Source: an optimization exercise on an open RTL-to-GDS flow (aim: small area, a short achievable clock period and few clock cycles per item). Production flows keep margins and buffers that such runs may drop. Only simulation tests tie the RTL to the original design; equivalence was not proved. Power is estimated from default activity; no workload was simulated.

build 73:
## deque_with_max_priority_removal_core
module deque_with_max_priority_removal_core (
	input  logic        clk,
	input  logic        arst_n,
	input  logic        cmd_valid,
	output logic        cmd_ready,
	input  logic [2:0]  cmd_command,
	input  logic [31:0] cmd_entry_value,
	input  logic [31:0] cmd_entry_priority,
	output logic        rsp_valid,
	input  logic        rsp_ready,
	output logic [31:0] rsp_removed_value,
	output logic [1:0]  rsp_status,
	output logic [4:0]  rsp_occupancy
);
	localparam int DEPTH  = 16;
	localparam int CNT_W  = 5;
	localparam int DATA_W = 32;
	localparam logic [2:0] CMD_PUSH_FRONT = 3'd0;
	localparam logic [2:0] CMD_PUSH_REAR  = 3'd1;
	localparam logic [2:0] CMD_POP_FRONT  = 3'd2;
	localparam logic [2:0] CMD_POP_REAR   = 3'd3;
	localparam logic [2:0] CMD_POP_MAX    = 3'd4;
	localparam logic [1:0] ST_DONE  = 2'd0;
	localparam logic [1:0] ST_EMPTY = 2'd1;
	localparam logic [1:0] ST_FULL  = 2'd2;
	logic              rsp_valid_q;
	logic              s1_valid_q;
	logic              s1_move;
	logic              cmd_fire;
	assign s1_move   = s1_valid_q && (!rsp_valid_q || rsp_ready);
	assign cmd_ready = !s1_valid_q || !rsp_valid_q || rsp_ready;
	assign cmd_fire  = cmd_valid && cmd_ready;
	logic [DEPTH-1:0]             valid_q;
	logic [CNT_W-1:0]             count_q;
  ...
clock: 5.5 ns
lec_check: 0
cap_margin: 20
cell_pad_in_sites_detail_placement: 1
cell_pad_in_sites_global_placement: 2
core_margin: 2
core_utilization: 40
cts_cluster_diameter: 100
cts_cluster_size: 20
setup_slack_margin: 2.3
slew_margin: 20
run.sh (not shown) runs the stock make flow with config.mk's settings and CLKGATE_MAP_FILE= SYNTH_SCRIPT=/design/flow/synth_recipe.tcl, a recipe that flattens the netlist after the stock synthesis.
Testbench counts of build 73, summed over its fixed seeds: cycles 16,016, items 16,000.
Inputs modified between build 73 and build 27:
- SETUP_SLACK_MARGIN: 2.3 -> 2.5
- GPL_TIMING_DRIVEN: unset -> 0
- CORE_UTILIZATION: 40 -> 35
--- outcome ---
In the reports for build 73 and build 27, the larger sequential share of power belongs to build 73.
Delta (build 27 minus build 73): worst endpoint data arrival time fell by 0.21 ns, design area rose by 5000 um^2, pin count of the biggest net entering global routing fell by 26.
Via count went up by a few percent going from build 73 to build 27.
Total of clock buffers placed in the layout: build 27 > build 73
On final worst setup slack, build 27 does better than build 73.
Re global-route usage: build 73 and build 27 aren't equal, and the higher value belongs to build 73.
Input-level comparison between build 76 and build 27:
- a deleted GPL_TIMING_DRIVEN that had been 0
- a change of CORE_UTILIZATION from 35 to 45
==> comparison <==
Compared to build 27, build 76 has wire length 17% lower. Share of total power in combinational logic ended up 1.4 points lower on build 76 than on build 27. valid_q[11]$_DFFE_PN0P_ as the timing endpoint of the critical path was reported by build 27, and beats_q[142]$_DFFE_PP_ by build 76. | TritonCTS buffer count | build 76 vs build 27 | 3 lower |.
Input changes introduced in build 1 (baseline for comparison: build 76):
- changing CORE_UTILIZATION from 45 to 35
- setting TNS_END_PERCENT to 50 for the first time
Notes after the runs:
- Reported for build 76 and build 1, net count after synthesis turned out identical to the last digit.
- Re number of levels the H-tree was split into: no difference whatsoever between build 1 and build 76.
- When build 1 is measured against build 76, its placer congestion estimate turns out 0.026 lower.
- On power per unit of standard cell area: build 1 sits above build 76.
- From build 76 to build 1 the numbers moved as follows: final-layout non-clock buffer area share shows a reduction of 0.65 points; total routed wirelength up about 4.5%; layout inverter count without the clock tree now sits lower; clock-pin slew of the registers on the worst-case setup and hold paths closely matched the old numbers.
- Cell area delta (build 76 -> build 1): insignificant
- Against build 76, build 1 comes in about 0.7% higher on power consumption.
- Of the two values seen for cell type of the slowest stage on the worst timing path, sky130_fd_sc_hd__o211ai_1 was produced by build 76 and sky130_fd_sc_hd__o31a_1 by build 1.
- ~same part of the total power dissipated in combinational logic in build 76 and build 1

* * *

The RTL this note starts from:
==> flow/design.v <==
module dqp_cell #(
	parameter int DATA_W = 32
) (
	input  logic              clk,
	input  logic              we,           
	input  logic              front,        
	input  logic [DATA_W-1:0] new_val,
	input  logic [DATA_W-1:0] new_pri,
	output logic [DATA_W-1:0] val,
	output logic              new_beats     
);
	logic [DATA_W-1:0] val_q;
	logic [DATA_W-1:0] pri_q;
	always_ff @(posedge clk) begin
		if (we) begin
			val_q <= new_val;
			pri_q <= new_pri;
		end
	end
	logic [DATA_W-1:0] a, b;
	assign a = {~new_pri[DATA_W-1], new_pri[DATA_W-2:0]};
	assign b = {~pri_q[DATA_W-1], pri_q[DATA_W-2:0]};
	localparam int LV = 5;    
	logic [LV:0][DATA_W-1:0] gg, pp;
	always_comb begin
		gg[0] = a & ~b;
		pp[0] = a | ~b;
		for (int l = 0; l < LV; l++) begin
			for (int i = 0; i < DATA_W; i++) begin
				if ((i >> l) % 2 == 1) begin
					gg[l+1][i] = gg[l][i] | (pp[l][i] & gg[l][i - (1 << l)]);
					pp[l+1][i] = pp[l][i] & pp[l][i - (1 << l)];
				end else begin
					gg[l+1][i] = gg[l][i];
					pp[l+1][i] = pp[l][i];
				end
			end
		end
	end
	assign new_beats = gg[LV][DATA_W-1] | (pp[LV][DATA_W-1] & front);
	assign val       = val_q;
endmodule
module deque_with_max_priority_removal_core (
	input  logic        clk,
	input  logic        arst_n,
	input  logic        cmd_valid,
	output logic        cmd_ready,
	input  logic [2:0]  cmd_command,
	input  logic [31:0] cmd_entry_value,
	input  logic [31:0] cmd_entry_priority,
	output logic        rsp_valid,
	input  logic        rsp_ready,
	output logic [31:0] rsp_removed_value,
	output logic [1:0]  rsp_status,
	output logic [4:0]  rsp_occupancy
);
	localparam int DEPTH  = 16;
	localparam int CNT_W  = 5;
	localparam int DATA_W = 32;
	localparam logic [2:0] CMD_PUSH_FRONT = 3'd0;
	localparam logic [2:0] CMD_PUSH_REAR  = 3'd1;
	localparam logic [2:0] CMD_POP_FRONT  = 3'd2;
	localparam logic [2:0] CMD_POP_REAR   = 3'd3;
	localparam logic [2:0] CMD_POP_MAX    = 3'd4;
	localparam logic [1:0] ST_DONE  = 2'd0;
	localparam logic [1:0] ST_EMPTY = 2'd1;
	localparam logic [1:0] ST_FULL  = 2'd2;
	logic              rsp_valid_q;
	logic              s1_valid_q;
	logic              s1_move;
	logic              cmd_fire;
	assign s1_move   = s1_valid_q && (!rsp_valid_q || rsp_ready);
	assign cmd_ready = !s1_valid_q || !rsp_valid_q || rsp_ready;
	assign cmd_fire  = cmd_valid && cmd_ready;
	logic [DEPTH-1:0]             valid_q;
	logic [CNT_W-1:0]             count_q;
	logic [DEPTH-1:0][DATA_W-1:0] slot_val;
	logic [DEPTH-1:0]             new_beats;
	logic [DEPTH-1:0]             slot_we;
	logic [DEPTH-1:0][DEPTH-1:0]  before_q;    
	logic [DEPTH-1:0][DEPTH-1:0]  beats_q;     
	logic is_push, is_pop, is_front;
	logic full, empty;
	logic push_ok, pop_ok;
	logic [DEPTH-1:0] free_oh;
	logic [DEPTH-1:0] sel_front, sel_rear, sel_max, sel;
	assign is_push  = (cmd_command == CMD_PUSH_FRONT) || (cmd_command == CMD_PUSH_REAR);
	assign is_pop   = (cmd_command == CMD_POP_FRONT) || (cmd_command == CMD_POP_REAR) ||
	                  (cmd_command == CMD_POP_MAX);
	assign is_front = !cmd_command[0];
	assign full     = &valid_q;
	assign empty    = ~|valid_q;
	assign push_ok  = cmd_fire && is_push && !full;
	assign pop_ok   = cmd_fire && is_pop && !empty;
	assign free_oh = ~valid_q & (valid_q + DEPTH'(1));
	assign slot_we = push_ok ? free_oh : '0;
	genvar g;
	generate
		for (g = 0; g < DEPTH; g++) begin : g_slot
			dqp_cell #(.DATA_W(DATA_W)) u_cell (
				.clk       (clk),
				.we        (slot_we[g]),
				.front     (is_front),
				.new_val   (cmd_entry_value),
				.new_pri   (cmd_entry_priority),
				.val       (slot_val[g]),
				.new_beats (new_beats[g])
			);
		end
	endgenerate
	always_comb begin
		for (int a = 0; a < DEPTH; a++) begin
			sel_front[a] = valid_q[a];
			sel_rear[a]  = valid_q[a];
			sel_max[a]   = valid_q[a];
			for (int b = 0; b < DEPTH; b++) begin
				if (b < a) begin
					sel_front[a] &= !valid_q[b] || !before_q[b][a];
					sel_rear[a]  &= !valid_q[b] ||  before_q[b][a];
					sel_max[a]   &= !valid_q[b] || !beats_q[b][a];
				end else if (b > a) begin
					sel_front[a] &= !valid_q[b] ||  before_q[a][b];
					sel_rear[a]  &= !valid_q[b] || !before_q[a][b];
					sel_max[a]   &= !valid_q[b] ||  beats_q[a][b];
				end
			end
		end
	end
	always_comb begin
		case (cmd_command)
			CMD_POP_FRONT: sel = sel_front;
			CMD_POP_REAR:  sel = sel_rear;
			default:       sel = sel_max;
		endcase
	end
	always_ff @(posedge clk or negedge arst_n) begin
		if (!arst_n) begin
			valid_q <= '0;
			count_q <= '0;
		end else begin
			if (push_ok) begin
				valid_q <= valid_q | free_oh;
				count_q <= count_q + CNT_W'(1);
			end else if (pop_ok) begin
				valid_q <= valid_q & ~sel;
				count_q <= count_q - CNT_W'(1);
			end
		end
	end
	logic [DEPTH-1:0] beat_lo, beat_hi;
	assign beat_lo = slot_we | ~new_beats;
	assign beat_hi = slot_we |  new_beats;
	always_ff @(posedge clk) begin
		for (int a = 0; a < DEPTH; a++) begin
			for (int b = a + 1; b < DEPTH; b++) begin
				if (slot_we[a] || slot_we[b]) begin
					before_q[a][b] <= slot_we[a] ? is_front : !is_front;
					beats_q[a][b]  <= beat_lo[a] && beat_hi[b];
				end
			end
		end
	end
	logic [1:0]        status_d;
	logic [CNT_W-1:0]  occ_d;
	always_comb begin
		status_d = ST_DONE;
		if (is_push && full) status_d = ST_FULL;
		if (is_pop && empty) status_d = ST_EMPTY;
		occ_d = count_q;
		if (push_ok) occ_d = count_q + CNT_W'(1);
		if (pop_ok)  occ_d = count_q - CNT_W'(1);
	end
	logic [DEPTH-1:0]  s1_sel_q;      
	logic [1:0]        s1_status_q;
	logic [CNT_W-1:0]  s1_occ_q;
	always_ff @(posedge clk or negedge arst_n) begin
		if (!arst_n)       s1_valid_q <= 1'b0;
		else if (cmd_fire) s1_valid_q <= 1'b1;
		else if (s1_move)  s1_valid_q <= 1'b0;
	end
	always_ff @(posedge clk) begin
		if (cmd_fire) begin
			s1_sel_q    <= pop_ok ? sel : '0;
			s1_status_q <= status_d;
			s1_occ_q    <= occ_d;
		end
	end
	logic [DATA_W-1:0] removed_d;
	logic [DATA_W-1:0] rsp_val_q;
	logic [1:0]        rsp_status_q;
	logic [CNT_W-1:0]  rsp_occ_q;
	always_comb begin
		removed_d = '0;
		for (int a = 0; a < DEPTH; a++) begin
			removed_d |= slot_val[a] & {DATA_W{s1_sel_q[a]}};
		end
	end
	always_ff @(posedge clk or negedge arst_n) begin
		if (!arst_n)        rsp_valid_q <= 1'b0;
		else if (s1_move)   rsp_valid_q <= 1'b1;
		else if (rsp_ready) rsp_valid_q <= 1'b0;
	end
	always_ff @(posedge clk) begin
		if (s1_move) begin
			rsp_val_q    <= removed_d;
			rsp_status_q <= s1_status_q;
			rsp_occ_q    <= s1_occ_q;
		end
	end
	assign rsp_valid         = rsp_valid_q;
	assign rsp_removed_value = rsp_val_q;
	assign rsp_status        = rsp_status_q;
	assign rsp_occupancy     = rsp_occ_q;
endmodule
==> flow/config.mk <==
export PLATFORM = sky130hd
export DESIGN_NAME = deque_with_max_priority_removal_core
export DESIGN_NICKNAME = deque_with_max_priority_removal_core
export VERILOG_FILES = /design/flow/design.v
export SDC_FILE = /design/flow/constraint.sdc
export NUM_CORES = 4
export LEC_CHECK = 0
export CAP_MARGIN = 20
export CELL_PAD_IN_SITES_DETAIL_PLACEMENT = 1
export CELL_PAD_IN_SITES_GLOBAL_PLACEMENT = 2
export CORE_MARGIN = 2
export CORE_UTILIZATION = 45
export CTS_CLUSTER_DIAMETER = 100
export CTS_CLUSTER_SIZE = 20
export SETUP_SLACK_MARGIN = 2.5
export SLEW_MARGIN = 20
export TNS_END_PERCENT = 50
==> flow/constraint.sdc <==
create_clock -name core_clock -period 5.5 [get_ports {clk}]
set_input_delay 1.1000 -clock core_clock [delete_from_list [all_inputs] [get_ports {clk}]]
set_output_delay 1.1000 -clock core_clock [all_outputs]
set_load 0.01 [all_outputs]
The starting point passed the timing, DRC and antenna checks.
Testbench counts at the start, summed over its fixed seeds: cycles 16,016, items 16,000.
Edit:
CORE_UTILIZATION = 40   (was 45)
SETUP_SLACK_MARGIN = 2.7   (was 2.5)
TNS_END_PERCENT = not set   (was 50)
- flip-flop and latch count does not change
- cell area is higher by 6.0%
- via count is higher by 0.93%
- worst setup slack improved by 0.11 ns
- wire length is higher by 2.0%
- first-iteration DRC count is lower by 3.9%
- final cell count is higher by 6.5%
- utilization is lower by 3.2 points
- area after synthesis does not change
- sequential power barely changes
- power is higher by 1.8%

* * *

RTL: the design.v shown in full above, as it stands there.
Settings: LEC_CHECK=0, CAP_MARGIN=20, CELL_PAD_IN_SITES_DETAIL_PLACEMENT=1, CELL_PAD_IN_SITES_GLOBAL_PLACEMENT=2, CORE_MARGIN=2, CORE_UTILIZATION=35, CTS_CLUSTER_DIAMETER=100, CTS_CLUSTER_SIZE=20, SETUP_SLACK_MARGIN=2.5, SLEW_MARGIN=20, TNS_END_PERCENT=30; clock period 5.5 ns.
Testbench counts at the start, summed over its fixed seeds: cycles 16,016, items 16,000.
Next try:
- CTS_CLUSTER_DIAMETER: 100 -> not set
- CTS_CLUSTER_SIZE: 20 -> not set
- TNS_END_PERCENT: 30 -> not set
Result:
- clock-buffer cell count rose by 108
- total power rose by about 19%
- register-to-register slack gets better by 90 ps
- combinational power fell by about 3%
- worst setup slack gets better by 91 ps
Next try:
- CTS_CLUSTER_DIAMETER: not set -> 100
- CTS_CLUSTER_SIZE: not set -> 20
Worst setup slack degrades by 24 ps.
Fmax came out lower slightly.
Sequential cell count does not change.
First-iteration DRC count increases slightly.
Wire length is about the same.
Synthesized cell count stays the same.
Non-clock buffer count climbs by 51.
Core utilization fell by 0.99 points.
Design area falls by a few percent.
Count of clock-buffer cells in the layout shrinks by 107.
Register-to-register slack gains 50 ps.

## static timing again, ports no longer ideal
Ports are ideal in the flow. The routed layouts listed here were re-timed in OpenROAD. Step 1, drivers: a clkbuf_16 drives clk and a buf_2 each remaining input, both assumed. Step 2 moves the port delays by t, midway between the first and last clock arrival at a register: inputs arrive t later, outputs are due t later. That takes back most of the time a late clock gives input paths. Slacks: no drivers / after step 1 / after step 2; pairs: no drivers / after step 1.
run	t, ns	setup slack, ns	worst setup path at the end
build 73	0.792	2.147 / 2.147 / 1.594	input to register
build 27	0.821	2.357 / 2.357 / 1.570	input to register
build 76	0.796	2.390 / 2.418 / 1.622	input to register
build 1	0.817	2.435 / 2.459 / 1.645	input to register
the first run of note 2	0.794	2.366 / 2.366 / 1.638	input to register
the second run of note 2	0.801	2.472 / 2.498 / 1.697	input to register
the first run of note 3	0.800	2.360 / 2.353 / 1.672	input to register
the second run of note 3	0.879	2.451 / 2.451 / 1.650	input to register
the third run of note 3	0.794	2.427 / 2.458 / 1.664	input to register
After both steps every run listed still meets setup and hold. For the second run of note 3, which loses most, drivers alone change the setup slack by 0.000 ns; drivers and shift together by -0.801 ns.
